This design comes from an exercise in tuning for small area, a short achievable clock period and few clock cycles per item on the open sky130 flow, not from production work.
Only simulation tests tie the RTL to the original design; equivalence was not proved.
Power figures rest on the tool's default switching activity, not on a simulated workload.

[config.mk]
export PLATFORM = sky130hd
export DESIGN_NAME = aes_key_sched_iter
export DESIGN_NICKNAME = aes_key_sched_iter
export VERILOG_FILES = /design/flow/design.v
export SDC_FILE = /design/flow/constraint.sdc
export NUM_CORES = 4
export LEC_CHECK = 0
export CAP_MARGIN = 20
export CORE_MARGIN = 2
export CORE_UTILIZATION = 40
export SLEW_MARGIN = 20
[constraint.sdc]
create_clock -name core_clock -period 6.0 [get_ports {clk}]
set_input_delay 1.2000 -clock core_clock [delete_from_list [all_inputs] [get_ports {clk}]]
set_output_delay 1.2000 -clock core_clock [all_outputs]
set_load 0.01 [all_outputs]
[design.v]
module aes_key_sched_iter #(
  parameter logic [2:0] MODES_EN = 3'b111,
  parameter int         IDX_W    = 6
) (
  input  logic             clk,
  input  logic             rst_n,
  input  logic             start,
  input  logic [1:0]       mode,
  input  logic [255:0]     key_in,
  output logic             busy,
  output logic             word_valid,
  input  logic             word_ready,
  output logic [31:0]      word_out,
  output logic [IDX_W-1:0] word_idx,
  output logic             done,
  output logic             err
);
  typedef enum logic {S_IDLE, S_RUN} state_t;
  localparam logic [2047:0] SBOX_TBL = {
    128'h637c777bf26b6fc53001672bfed7ab76, 128'hca82c97dfa5947f0add4a2af9ca472c0,
    128'hb7fd9326363ff7cc34a5e5f171d83115, 128'h04c723c31896059a071280e2eb27b275,
    128'h09832c1a1b6e5aa0523bd6b329e32f84, 128'h53d100ed20fcb15b6acbbe394a4c58cf,
    128'hd0efaafb434d338545f9027f503c9fa8, 128'h51a3408f929d38f5bcb6da2110fff3d2,
    128'hcd0c13ec5f974417c4a77e3d645d1973, 128'h60814fdc222a908846eeb814de5e0bdb,
    128'he0323a0a4906245cc2d3ac629195e479, 128'he7c8376d8dd54ea96c56f4ea657aae08,
    128'hba78252e1ca6b4c6e8dd741f4bbd8b8a, 128'h703eb5664803f60e613557b986c11d9e,
    128'he1f8981169d98e949b1e87e9ce5528df, 128'h8ca1890dbfe6426841992d0fb054bb16
  };
  function automatic logic [7:0] sbox(input logic [7:0] a);
    sbox = SBOX_TBL[(11'd2047 - {a, 3'b000}) -: 8];
  endfunction
  state_t           state_q, state_d;
  logic             busy_q, busy_d;
  logic             valid_q, valid_d;
  logic             done_q, done_d;
  logic             err_q, err_d;
  logic [31:0]      word_out_q, word_out_d;
  logic [IDX_W-1:0] word_idx_q, word_idx_d;
  logic [7:0]       rcon_q, rcon_d;
  logic [2:0]       phase_q, phase_d;    
  logic [2:0]       nkm1_q, nkm1_d;      
  logic [IDX_W-1:0] nwm1_q, nwm1_d;      
  logic [31:0]      win_q [8];
  logic [31:0]      win_d [8];
  logic             mode_ok;
  logic [2:0]       mode_nkm1;
  logic [IDX_W-1:0] mode_nwm1;
  logic [IDX_W-1:0] idx_nx;
  logic [2:0]       phase_nx;
  logic             in_key;
  logic [31:0]      sub_in, sub_out, temp, new_word;
  always_comb begin
    mode_ok   = 1'b0;
    mode_nkm1 = 3'd3;
    mode_nwm1 = IDX_W'(43);
    case (mode)
      2'd0: begin mode_ok = MODES_EN[0]; mode_nkm1 = 3'd3; mode_nwm1 = IDX_W'(43); end
      2'd1: begin mode_ok = MODES_EN[1]; mode_nkm1 = 3'd5; mode_nwm1 = IDX_W'(51); end
      2'd2: begin mode_ok = MODES_EN[2]; mode_nkm1 = 3'd7; mode_nwm1 = IDX_W'(59); end
      default: mode_ok = 1'b0;
    endcase
  end
  always_comb begin
    idx_nx   = word_idx_q + {{(IDX_W-1){1'b0}}, 1'b1};
    phase_nx = (phase_q == nkm1_q) ? 3'd0 : phase_q + 3'd1;
    in_key   = (idx_nx <= {{(IDX_W-3){1'b0}}, nkm1_q});
    sub_in   = (phase_nx == 3'd0) ? {word_out_q[23:0], word_out_q[31:24]} : word_out_q;
    sub_out  = {sbox(sub_in[31:24]), sbox(sub_in[23:16]), sbox(sub_in[15:8]), sbox(sub_in[7:0])};
    if (phase_nx == 3'd0)
      temp = sub_out ^ {rcon_q, 24'h0};
    else if (nkm1_q == 3'd7 && phase_nx == 3'd4)
      temp = sub_out;
    else
      temp = word_out_q;
    new_word = win_q[0] ^ temp;
  end
  always_comb begin
    state_d    = state_q;
    busy_d     = busy_q;
    valid_d    = valid_q;
    done_d     = 1'b0;
    err_d      = 1'b0;
    word_out_d = word_out_q;
    word_idx_d = word_idx_q;
    rcon_d     = rcon_q;
    phase_d    = phase_q;
    nkm1_d     = nkm1_q;
    nwm1_d     = nwm1_q;
    for (int k = 0; k < 8; k++) win_d[k] = win_q[k];
    case (state_q)
      S_IDLE: begin
        if (start) begin
          if (mode_ok) begin
            state_d = S_RUN;
            for (int k = 0; k < 8; k++) win_d[k] = key_in[255 - 32*k -: 32];
            nkm1_d     = mode_nkm1;
            nwm1_d     = mode_nwm1;
            word_out_d = key_in[255:224];
            word_idx_d = '0;
            phase_d    = 3'd0;
            valid_d    = 1'b1;
            busy_d     = 1'b1;
            rcon_d     = 8'h01;
          end else begin
            err_d = 1'b1;
          end
        end
      end
      S_RUN: begin
        if (valid_q && word_ready) begin
          if (word_idx_q == nwm1_q) begin
            state_d = S_IDLE;
            valid_d = 1'b0;
            busy_d  = 1'b0;
            done_d  = 1'b1;
          end else begin
            word_idx_d = idx_nx;
            phase_d    = phase_nx;
            if (in_key) begin
              word_out_d = win_q[idx_nx[2:0]];
            end else begin
              word_out_d = new_word;
              for (int k = 0; k < 7; k++) win_d[k] = win_q[k+1];
              win_d[nkm1_q] = new_word;
              if (phase_nx == 3'd0)
                rcon_d = {rcon_q[6:0], 1'b0} ^ (rcon_q[7] ? 8'h1b : 8'h00);
            end
          end
        end
      end
      default: state_d = S_IDLE;
    endcase
  end
  always_ff @(posedge clk) begin
    if (!rst_n) begin
      state_q    <= S_IDLE;
      busy_q     <= 1'b0;
      valid_q    <= 1'b0;
      done_q     <= 1'b0;
      err_q      <= 1'b0;
      word_out_q <= '0;
      word_idx_q <= '0;
      rcon_q     <= 8'h01;
      phase_q    <= 3'd0;
      nkm1_q     <= 3'd3;
      nwm1_q     <= IDX_W'(43);
      for (int k = 0; k < 8; k++) win_q[k] <= '0;
    end else begin
      state_q    <= state_d;
      busy_q     <= busy_d;
      valid_q    <= valid_d;
      done_q     <= done_d;
      err_q      <= err_d;
      word_out_q <= word_out_d;
      word_idx_q <= word_idx_d;
      rcon_q     <= rcon_d;
      phase_q    <= phase_d;
      nkm1_q     <= nkm1_d;
      nwm1_q     <= nwm1_d;
      for (int k = 0; k < 8; k++) win_q[k] <= win_d[k];
    end
  end
  assign busy       = busy_q;
  assign word_valid = valid_q;
  assign done       = done_q;
  assign err        = err_q;
  assign word_out   = word_out_q;
  assign word_idx   = word_idx_q;
endmodule
[run.sh]
#!/bin/bash
# synth_recipe.tcl (not shown) runs the flow's synth.tcl, then flattens the netlist and writes it again
# the make line also repeats each setting of config.mk as NAME=value (left out here)
make -C /OpenROAD-flow-scripts/flow DESIGN_CONFIG=/design/flow/config.mk WORK_HOME=/design/flow/orfs CLKGATE_MAP_FILE= SYNTH_SCRIPT=/design/flow/synth_recipe.tcl finish
==> out/results.tsv <==
metric	value	unit
Placed Area	37200	um2
Layout area overhead	18.3	%
Synthesis Warnings	3	
CP max stage cell	a311oi_1	
worst min path class	register to register	
Buf/Inv on CP	3	
DRT iter0 DRCs	8112	
Worst slew margin	0.106	
pwr/cell area	226	nW/um2
Yosys top cell area share	0.193	
fmax	0.174	GHz
setup ws final	244	ps
setup bufs post-CTS	0	
RSZ-0062 raised after global routing	false	
PortBufs	303	
peak supply drop	0.189	mV
Core Box Area	80200	um2
total grt overflow	0	
reg2reg setup slack	240	ps
Slew @ Worst Pin	1330	ps
global-route usage over all layers	0.421	
Mapped Cells	4637	
hpwl dp	128000	um
critical path type	register to register	
max cap viols	0	
post-layout min period	5760	ps
antenna violations before repair	8	
Final setup viols	0	
DR WL/cell	31.4	um
CTS tree	built	
leakage power	13.3	nW
largest net degree at the start of global routing	172	
Commonest cells post-synth	nor2_1, a21oi_1, clkbuf_1	
Hold EP	win_q[1][10]	
Root Driver	clkbuf_16	
width of the die	288	um
share of flip-flops with an asynchronous set or reset	0	
filler cell count	8202	
Netlist cell types	98	
Resized Gates After CTS	0	
Mean Syn Cell Area	6.96	um2
clk latency of the worst-skew pair	590	ps
Final Hold Vio Count	0	
remaining antenna violation count	0	
Worst Skew	26.0	ps
Startpoint Class	register	
met2 WL	76300	um
drt via density	7.32	
H-Tree Depth	1	
CTS Hold Buffers Added	0	
CP Data Arrival Time	6250	ps
Syn Nets	4940	
worst hold start	win_q[1][10]	
met3 wire len	25600	um
crit-path max cell delay	850	ps
die height	288	um
Register Area	6230	um2
Finished Cell Area	38200	um2
vias post-DR	42800	
crit-path max FO	16	
EDFF count, synth	0	
Place WS	641	ps
layout cells sized above 1	0.118	
clk sinks	311	
WL met1	70400	um
Reg clk slew, reported paths	70	ps
Site Rows	104	
critical path's top delay family	compound AO/OA/AOI/OAI gates	
crit-path cells	ha_1, xor2_4, a2bb2oi_4, o21ai_0, nand2_1, inv_1, ha_1, inv_1, nand3_1, a311oi_1, a311oi_1, o21ai_0, o211ai_1, buf_4, xnor2_1, nor2_1, a211oi_1	
Area contributors post-synth	dfxtp_1, a21oi_1, nor2_1, o21ai_0, mux2i_1	
drt pass-1 iters	13	
first-pass GRT wire length	267000	um
final core occ	0.477	
Max Used Layer	met5	
smallest hold slack	472	ps
Num CTS Buffers	31	
Worst Path Required	6490	ps
final critical-path share of the clock period	0.959	
CP Capture Type	register	
Starting Density	0.403	
total wire length	184000	um
Top Ports	304	
reg-to-reg startpoint	phase_q[1]	
post-route setup TNS	0	ps
hold path cells	2	
DRC Markers	0	
share of the yosys chip area belonging to registers	0.193	
top-count cell post-synth	nor2_1	
Post-Syn Area	32300	um2
Critical R2R Capture	word_out_q[18]	
number of global-route vias before repair	39200	
Die ar.	83000	um2
Main synth FF type	dfxtp_1	
Final GP Congestion	1.15	
cell taking the most area after synthesis	dfxtp_1	
#FFs+latches synth	311	
Max Root-Sink Buffers	3	
status	finished clean	
multi-input logic area	23800	um2
layout net count	5068	
FF-to-FF path depth	17	
Max Slew Vio Count	0	
[per-layer routing]
metal | track usage | vias up
met4 | 0.205 | 8
met1 | 0.553 | 19900
met5 | 0 | -
met3 | 0.122 | 919
met2 | 0.629 | 3780
li1 | - | 18200
[power by group]
group	switching, mW	internal [mW]	total (mW)
sequential	0.227	2.25	2.48
combinational	2.72	1.43	4.15
clock	0.876	1.12	1.99
total	3.82	4.80	8.62
[kinds of logic after synthesis]
group / count (synthesis) / share of synthesized area
AO/OA/AOI/OAI: 1954 / 0.410
AND/OR/NAND/NOR: 1428 / 0.204
XOR/XNOR: 61 / 0.0176
multiplexers: 254 / 0.0829
flip-flops: 311 / 0.193
buffers and inverters: 588 / 0.0772
adder cells (fa/ha/maj): 41 / 0.0159
[worst max-delay path by stage]
stage	start	endpoint	slack, ps	cells after the start
after floorplan	phase_q[0]	word_out_q[0]	1370	21
after global placement	phase_q[1]	word_out_q[18]	680	17
after detailed placement	phase_q[1]	word_out_q[18]	640	17
after CTS	phase_q[1]	word_out_q[18]	600	17
after global routing	phase_q[1]	word_out_q[18]	150	17
final	phase_q[1]	word_out_q[18]	240	17
[state kept, by name (all words and copies together), names as in the netlist]
signal and flops:
rcon_q 8, nwm1_q 2, win_q 256, valid_q 1, state_q 1, done_q 1
err_q 1, word_idx_q 6, phase_q 3, word_out_q 32
[layout by cell type, fill, tap and decap left out, drive strengths merged, types with 16 or more instances in the layout]
cell / netlist / layout
o2111ai: 33 / 33
clkdlybuf4s50: 0 / 302
nor2b: 16 / 16
nand3: 191 / 191
mux2i: 157 / 157
buf: 183 / 329
ha: 41 / 41
and3: 43 / 43
a32oi: 21 / 21
nand2b: 24 / 24
o32ai: 17 / 17
o31ai: 32 / 32
xnor2: 32 / 32
or3: 54 / 54
a221oi: 62 / 62
o221ai: 50 / 50
and2: 17 / 17
nor2: 509 / 509
o311ai: 93 / 93
mux2: 96 / 96
o21ai: 366 / 366
o22ai: 60 / 60
clkbuf: 353 / 46
a222oi: 21 / 21
nor3: 124 / 124
o211ai: 109 / 109
a21oi: 471 / 471
a21boi: 16 / 16
nand4: 37 / 37
nand2: 329 / 329
a31oi: 94 / 94
a22oi: 65 / 65
a21o: 19 / 19
inv: 47 / 48
a211o: 25 / 25
a311oi: 42 / 42
dfxtp: 311 / 311
a211oi: 207 / 207
nor4: 22 / 22
xor2: 29 / 29
[worst register-to-register path: stages, from the launching register on]
cell,delay [ps]
dfxtp_1,430
ha_1,320
xor2_4,330
a2bb2oi_4,450
o21ai_0,220
nand2_1,190
inv_1,260
ha_1,440
inv_1,210
nand3_1,410
a311oi_1,860
a311oi_1,110
o21ai_0,200
o211ai_1,170
buf_4,230
xnor2_1,500
nor2_1,90
a211oi_1,260
[per-stage QoR]
stage	instances	total power [mW]
after global routing	5846	8.87
final	5849	8.62
after CTS	5846	8.37
after detailed placement	5792	6.40
after floorplan	4637	4.75
after global placement	5792	6.45
[final cells by class]
type | instances | area share
Antenna cell | 3 | 0.000197
Clock buffer | 46 | 0.0236
Clock inverter | 8 | 0.00246
Inverter | 52 | 0.00524
Multi-Input combinational cell | 3738 | 0.622
Sequential cell | 311 | 0.163
Tap cell | 1060 | 0.0347
Timing Repair Buffer | 631 | 0.148
Testbench counts, summed over its fixed seeds: cycles 27,072, words 26,552.

==> separate check: timing with driven ports <==
In the flow no input, the clock included, has a driving cell. The finished layout below was timed again as built, in two steps.
Step 1 (the two cells are an assumption about what drives the block):
set clk [get_ports {clk}]
set_driving_cell -lib_cell sky130_fd_sc_hd__clkbuf_16 $clk
set_driving_cell -lib_cell sky130_fd_sc_hd__buf_2 [delete_from_list [all_inputs] $clk]
Step 2 adds t to the input delays and takes it off the output delays; t is the mean of the earliest and latest rising clock arrival at the registers after step 1. Input paths then give back, and output paths get back, about the clock's delay inside the block.
Three values: ideal, step 1, step 2; two values: the first two.
t (ns): 0.631
setup slack, ns: 0.244 / 0.244 / 0.244
worst register clock-pin slew, ns: 0.07 / 0.07
pins driven straight from the clock port: 1
After both steps setup and hold are still met in this run. The setup slack of this run moves by 0.000 ns with the drivers and by 0.000 ns with both steps.
